From an optimization exercise on the open Yosys and OpenROAD flow, aimed at small area, a short achievable clock period and few clock cycles per item; shortcuts taken in it are not production practice. Power is estimated from default activity; no workload was simulated.

==> inputs of run E <==
// alu_arbiter
module alu_arbiter
#(
  parameter int WIDTH   = 32,
  parameter int MUL_LAT = 3
) (
  input  logic             clk,
  input  logic             rst_n,
  input  logic             req0_valid,
  output logic             req0_ready,
  input  logic [2:0]       req0_op,
  input  logic [WIDTH-1:0] req0_a,
  input  logic [WIDTH-1:0] req0_b,
  input  logic             req1_valid,
  output logic             req1_ready,
  input  logic [2:0]       req1_op,
  input  logic [WIDTH-1:0] req1_a,
  input  logic [WIDTH-1:0] req1_b,
  output logic             resp_valid,
  input  logic             resp_ready,
  output logic             resp_id,
  output logic [WIDTH-1:0] resp_data,
  output logic             resp_zero,
  output logic             resp_neg
);
Settings: LEC_CHECK=0, CAP_MARGIN=20, CORE_MARGIN=2, CORE_UTILIZATION=65, PLACE_DENSITY=0.75, SLEW_MARGIN=20, SYNTH_HIERARCHICAL=1, SYNTH_MINIMUM_KEEP_SIZE=0; clock period 12.5 ns.
standard.sh (not shown) runs the stock make flow with config.mk's settings and CLKGATE_MAP_FILE= SYNTH_SCRIPT=/design/flow/synth_recipe.tcl, a recipe that flattens the netlist after the stock synthesis.
==> flow/flow/run.sh <==
#!/bin/bash
# Layout: the standard ORFS flow (standard.sh), unchanged except for
# make-variable settings: a larger setup repair target (the SDC, clock period
# and I/O delays are untouched), plain buffers on the ports, and clock tree
# synthesis without dummy loads.
set -euo pipefail
bash standard.sh \
  SETUP_SLACK_MARGIN=7.1 \
  "BUFFER_PORTS_ARGS=-buffer_cell sky130_fd_sc_hd__buf_1" \
  "CTS_ARGS=-sink_clustering_enable -repair_clock_nets -dont_use_dummy_load" \
  finish > standard_flow.log 2>&1
==> inputs of run Y, as changes to run E <==
--- a/flow/flow/run.sh
+++ b/flow/flow/run.sh
@@ -6,5 +6,5 @@
 set -euo pipefail
 bash standard.sh \
-  SETUP_SLACK_MARGIN=7.1 \
+  SETUP_SLACK_MARGIN=6.9 \
   "BUFFER_PORTS_ARGS=-buffer_cell sky130_fd_sc_hd__buf_1" \
   "CTS_ARGS=-sink_clustering_enable -repair_clock_nets -dont_use_dummy_load" \
==> notes <==
In clock power, run Y and run E hardly differ. In run E the critical path depth is lower than in run Y, by 15. Against run Y, the hold slack of run E is lower by 2.3 ps. Between run E and run Y, the lower setup slack is in run Y (gap 66 ps). Between run Y and run E, the lower utilization is in run Y (gap 0.64 points).
==> figures <==
item	run E	run Y
Maximum resistive drop on vdd	236 uV	231 uV
Multi-input gate share of the layout cell area	70.6%	70.9%
Internal power consumption	2.60 mW	2.51 mW
Power dissipated by switching net loads	2.00 mW	1.96 mW
Critical path type	input pin to primary output	register to register
Wire length on met2	24,100 um	24,300 um
Via count of the first global-routing pass	14,000	14,000
Ratio of total power to cell area	233 nW/um2	229 nW/um2
Clock network fraction of design power	9.4%	9.7%
Register-to-Register Path Depth	17	18
Seq pwr share	17.0%	17.5%
Status	timing/DRC/antenna clean	timing/DRC/antenna clean
No run of this note included a check of the RTL's function; only the layout flow was run.


==> run H: inputs <==
alu_arbiter, a different RTL version from the one above (not shown whole).
==> module alu_booth, before the edit <==
module alu_booth (
  input  logic [31:0] b,
  output logic [15:0] one,
  output logic [15:0] two,
  output logic [15:0] neg
);
  logic [32:0] e;
  assign e = {b, 1'b0};
  always_comb begin
    for (int i = 0; i < 16; i++) begin
      one[i] = e[2*i+1] ^ e[2*i];
      two[i] = (e[2*i+2] ^ e[2*i+1]) & ~(e[2*i+1] ^ e[2*i]);
      neg[i] = e[2*i+2];
    end
  end
endmodule
==> module alu_arbiter, before the edit <==
module alu_arbiter
#(
  parameter int WIDTH   = 32,
  parameter int MUL_LAT = 3
) (
  input  logic             clk,
  input  logic             rst_n,
  input  logic             req0_valid,
  output logic             req0_ready,
  input  logic [2:0]       req0_op,
  input  logic [WIDTH-1:0] req0_a,
  input  logic [WIDTH-1:0] req0_b,
  input  logic             req1_valid,
  output logic             req1_ready,
  input  logic [2:0]       req1_op,
  input  logic [WIDTH-1:0] req1_a,
  input  logic [WIDTH-1:0] req1_b,
  output logic             resp_valid,
  input  logic             resp_ready,
  output logic             resp_id,
  output logic [WIDTH-1:0] resp_data,
  output logic             resp_zero,
  output logic             resp_neg
);
  logic last_grant, cap0, cap1, cid, en, acc0, acc1, acc;
  logic [2:0] op_g;
  logic [31:0] a_g, b_g, bm_g, by_g, y;
  logic cin_q, f_q;
  logic [31:0] a_q, by_q;
  logic [15:0] one_g, two_g, neg_g, one_q, two_q, neg_q;
  logic cin_g, f_g;
  assign en         = ~resp_valid | resp_ready;
  assign req0_ready = cap0 & en & (last_grant | ~req1_valid);
  assign req1_ready = cap1 & en & (~last_grant | ~req0_valid);
  assign acc0       = req0_valid & req0_ready;
  assign acc1       = req1_valid & req1_ready;
  assign acc        = acc0 | acc1;
  assign op_g = cid ? req0_op : req1_op;
  assign a_g  = cid ? req0_a  : req1_a;
  assign b_g  = cid ? req0_b  : req1_b;
  always_comb begin
    cin_g = 1'b0;
    f_g   = 1'b0;
    bm_g  = 32'd1;
    by_g  = '0;
    case (op_g)
      alu_pkg::ALU_MUL: bm_g = b_g;
      alu_pkg::ALU_SHL: bm_g = 32'd1 << b_g[4:0];
      alu_pkg::ALU_OR:  by_g = b_g & ~a_g;
      alu_pkg::ALU_SUB, alu_pkg::ALU_CMP: begin cin_g = 1'b1; by_g = ~b_g; end
      alu_pkg::ALU_CMM: begin cin_g = 1'b1; f_g = 1'b1; by_g = ~b_g; end
      alu_pkg::ALU_CME: begin f_g = 1'b1; by_g = ~b_g; end
      default: by_g = b_g;
    endcase
  end
  always_ff @(posedge clk or negedge rst_n) begin
    if (!rst_n) begin
      last_grant <= 1'b1;
      cid        <= 1'b0;
      cap0       <= 1'b0;
      cap1       <= 1'b0;
      resp_valid <= 1'b0;
    end else begin
      if (acc) last_grant <= acc1;
      cid <= ~cid;
      cap0 <= cid & req0_valid;
      cap1 <= ~cid & req1_valid;
      if (en) resp_valid <= acc;
    end
  end
  always_ff @(posedge clk) begin
    a_q   <= a_g;
    one_q <= one_g;
    two_q <= two_g;
    neg_q <= neg_g;
    for (int i = 0; i < 16; i++) begin
      by_q[2*i]   <= by_g[2*i];
      by_q[2*i+1] <= by_g[2*i+1] | (neg_g[i] & ~(one_g[i] & a_g[0]));
    end
    cin_q <= cin_g;
    f_q   <= f_g;
    if (en) begin
      resp_data <= y;
      resp_id   <= cid;
    end
  end
  alu_booth u_booth (.b(bm_g), .one(one_g), .two(two_g), .neg(neg_g));
  alu_core u_core (.a(a_q), .one(one_q), .two(two_q), .neg(neg_q), .by(by_q), .cin(cin_q), .f(f_q), .y(y));
  assign resp_zero = resp_data == '0;
  assign resp_neg  = resp_data[WIDTH-1];
endmodule
==> flow/config.mk <==
export PLATFORM = sky130hd
export DESIGN_NAME = alu_arbiter
export DESIGN_NICKNAME = alu_arbiter
export VERILOG_FILES = /design/flow/design.v
export SDC_FILE = /design/flow/constraint.sdc
export NUM_CORES = 4
export LEC_CHECK = 0
export CAP_MARGIN = 20
export CORE_MARGIN = 2
export CORE_UTILIZATION = 65
export PLACE_DENSITY = 0.75
export SLEW_MARGIN = 20
export SYNTH_HIERARCHICAL = 1
export SYNTH_MINIMUM_KEEP_SIZE = 0
==> flow/constraint.sdc <==
create_clock -name core_clock -period 12.5 [get_ports {clk}]
set_input_delay 2.5000 -clock core_clock [delete_from_list [all_inputs] [get_ports {clk}]]
set_output_delay 2.5000 -clock core_clock [all_outputs]
set_load 0.01 [all_outputs]
==> flow/flow/run.sh <==
#!/bin/bash
# Layout: the standard ORFS flow (standard.sh), unchanged except for
# make-variable settings: a larger setup repair target (the SDC, clock period
# and I/O delays are untouched), plain buffers on the ports, and clock tree
# synthesis without dummy loads.
set -euo pipefail
bash standard.sh \
  SETUP_SLACK_MARGIN=6.75 \
  "BUFFER_PORTS_ARGS=-buffer_cell sky130_fd_sc_hd__buf_1" \
  "CTS_ARGS=-sink_clustering_enable -repair_clock_nets -dont_use_dummy_load" \
  finish > standard_flow.log 2>&1
==> inputs of run X, as changes to run H <==
--- a/flow/design.v
+++ b/flow/design.v
@@ -864,7 +864,7 @@
   always_comb begin
     for (int i = 0; i < 16; i++) begin
       one[i] = e[2*i+1] ^ e[2*i];
-      two[i] = (e[2*i+2] ^ e[2*i+1]) & ~(e[2*i+1] ^ e[2*i]);
+      two[i] = (e[2*i+2] & ~e[2*i+1] & ~e[2*i]) | (~e[2*i+2] & e[2*i+1] & e[2*i]);
       neg[i] = e[2*i+2];
     end
   end
@@ -893,7 +893,7 @@
   output logic             resp_zero,
   output logic             resp_neg
 );
-  logic last_grant, cap0, cap1, cid, en, acc0, acc1, acc;
+  logic last_grant, cv, cid, en, acc0, acc1, acc;
   logic [2:0] op_g;
   logic [31:0] a_g, b_g, bm_g, by_g, y;
   logic cin_q, f_q;
@@ -901,8 +901,8 @@
   logic [15:0] one_g, two_g, neg_g, one_q, two_q, neg_q;
   logic cin_g, f_g;
   assign en         = ~resp_valid | resp_ready;
-  assign req0_ready = cap0 & en & (last_grant | ~req1_valid);
-  assign req1_ready = cap1 & en & (~last_grant | ~req0_valid);
+  assign req0_ready = cv & ~cid & en & (last_grant | ~req1_valid);
+  assign req1_ready = cv &  cid & en & (~last_grant | ~req0_valid);
   assign acc0       = req0_valid & req0_ready;
   assign acc1       = req1_valid & req1_ready;
   assign acc        = acc0 | acc1;
@@ -928,14 +928,12 @@
     if (!rst_n) begin
       last_grant <= 1'b1;
       cid        <= 1'b0;
-      cap0       <= 1'b0;
-      cap1       <= 1'b0;
+      cv         <= 1'b0;
       resp_valid <= 1'b0;
     end else begin
       if (acc) last_grant <= acc1;
       cid <= ~cid;
-      cap0 <= cid & req0_valid;
-      cap1 <= ~cid & req1_valid;
+      cv  <= cid ? req0_valid : req1_valid;
       if (en) resp_valid <= acc;
     end
   end
--- a/flow/flow/run.sh
+++ b/flow/flow/run.sh
@@ -5,7 +5,7 @@
 # synthesis without dummy loads.
 set -euo pipefail
 bash standard.sh \
-  SETUP_SLACK_MARGIN=6.75 \
+  SETUP_SLACK_MARGIN=6.6 \
   "BUFFER_PORTS_ARGS=-buffer_cell sky130_fd_sc_hd__buf_1" \
   "CTS_ARGS=-sink_clustering_enable -repair_clock_nets -dont_use_dummy_load" \
   finish > standard_flow.log 2>&1
==> inputs of run F, as changes to run H <==
--- a/flow/design.v
+++ b/flow/design.v
@@ -864,7 +864,7 @@
   always_comb begin
     for (int i = 0; i < 16; i++) begin
       one[i] = e[2*i+1] ^ e[2*i];
-      two[i] = (e[2*i+2] ^ e[2*i+1]) & ~(e[2*i+1] ^ e[2*i]);
+      two[i] = (e[2*i+2] & ~e[2*i+1] & ~e[2*i]) | (~e[2*i+2] & e[2*i+1] & e[2*i]);
       neg[i] = e[2*i+2];
     end
   end
@@ -893,7 +893,7 @@
   output logic             resp_zero,
   output logic             resp_neg
 );
-  logic last_grant, cap0, cap1, cid, en, acc0, acc1, acc;
+  logic last_grant, cv, cid, en, acc0, acc1, acc;
   logic [2:0] op_g;
   logic [31:0] a_g, b_g, bm_g, by_g, y;
   logic cin_q, f_q;
@@ -901,8 +901,8 @@
   logic [15:0] one_g, two_g, neg_g, one_q, two_q, neg_q;
   logic cin_g, f_g;
   assign en         = ~resp_valid | resp_ready;
-  assign req0_ready = cap0 & en & (last_grant | ~req1_valid);
-  assign req1_ready = cap1 & en & (~last_grant | ~req0_valid);
+  assign req0_ready = cv & ~cid & en & (last_grant | ~req1_valid);
+  assign req1_ready = cv &  cid & en & (~last_grant | ~req0_valid);
   assign acc0       = req0_valid & req0_ready;
   assign acc1       = req1_valid & req1_ready;
   assign acc        = acc0 | acc1;
@@ -928,14 +928,12 @@
     if (!rst_n) begin
       last_grant <= 1'b1;
       cid        <= 1'b0;
-      cap0       <= 1'b0;
-      cap1       <= 1'b0;
+      cv         <= 1'b0;
       resp_valid <= 1'b0;
     end else begin
       if (acc) last_grant <= acc1;
       cid <= ~cid;
-      cap0 <= cid & req0_valid;
-      cap1 <= ~cid & req1_valid;
+      cv  <= cid ? req0_valid : req1_valid;
       if (en) resp_valid <= acc;
     end
   end
--- a/flow/flow/run.sh
+++ b/flow/flow/run.sh
@@ -5,7 +5,7 @@
 # synthesis without dummy loads.
 set -euo pipefail
 bash standard.sh \
-  SETUP_SLACK_MARGIN=6.75 \
+  SETUP_SLACK_MARGIN=7.0 \
   "BUFFER_PORTS_ARGS=-buffer_cell sky130_fd_sc_hd__buf_1" \
   "CTS_ARGS=-sink_clustering_enable -repair_clock_nets -dont_use_dummy_load" \
   finish > standard_flow.log 2>&1
==> comparison table <==
item	run H	run X	run F
Status	complete, no violations	complete, no violations	complete, no violations
Worst Max-Slew Pin Slew	1050 ps	1040 ps	1010 ps
Fin worst setup slack	6840 ps	6640 ps	6900 ps
Worst hold slack after final layout	477 ps	587 ps	586 ps
Max Fanout on Critical Path	4	3	15
Vias per std cell	6.93	6.97	7.06
DIE AREA	28700 um^2	28700 um^2	28700 um^2
Critical path depth	4	4	18
Sequential-cell power consumption	0.000779 W	0.000773 W	0.000775 W
Fin crit period	5660 ps	5860 ps	5600 ps
Power drawn by the clock network	0.000437 W	0.000434 W	0.000436 W
Share of flip-flops with an asynchronous set or reset	3.29%	2.65%	2.65%
Multi-input gate area	13700 um^2	13600 um^2	13800 um^2
Proportion of cell area occupied by multi-input gates	70.8%	71.1%	69.5%
Capturing point of the worst reg2reg path	resp_data[26]	resp_data[0]	resp_data[31]
CP peak stage delay	180 ps	250 ps	600 ps
Clock share of power	8.4%	8.8%	8.1%
Sequential fraction of the synthesis area	19.1%	18.9%	18.9%
Synthesized-area fraction occupied by adder cells	28.8%	28.8%	28.8%
Worst setup slack before clock tree synthesis	6270 ps	6160 ps	6260 ps
Number of sinks driven by the clock tree	152	151	151
No run of this note included a check of the RTL's function; only the layout flow was run.

## separate check: timing with driven ports
How much do the figures lean on ideal ports? The routed layouts below were timed once more, with nothing changed but the port constraints.
Step 1 sets driving cells, clkbuf_16 on the clock port and buf_2 on the other inputs (assumed; they add their load-dependent delay and slew).
Step 2, shift: input delay + t, output delay - t, t = (earliest + latest rising clock arrival at the registers) / 2. This alone moves slack from input paths to output paths.
Three values: no drivers, after step 1, after step 2; two values: the first two.
run	t (ns)	setup WS [ns]	worst setup path after step 2
run E	0.476	7.041 / 7.000 / 7.000	input to output
run Y	0.476	6.974 / 6.940 / 6.940	input to output
run H	0.469	6.843 / 6.821 / 6.821	input to output
run X	0.468	6.642 / 6.621 / 6.621	input to output
run F	0.489	6.902 / 6.902 / 6.902	register to register
After both steps setup and hold are still met in every run listed. The setup slack of run E, which loses most, moves by -0.041 ns with the drivers and by -0.041 ns with both steps.
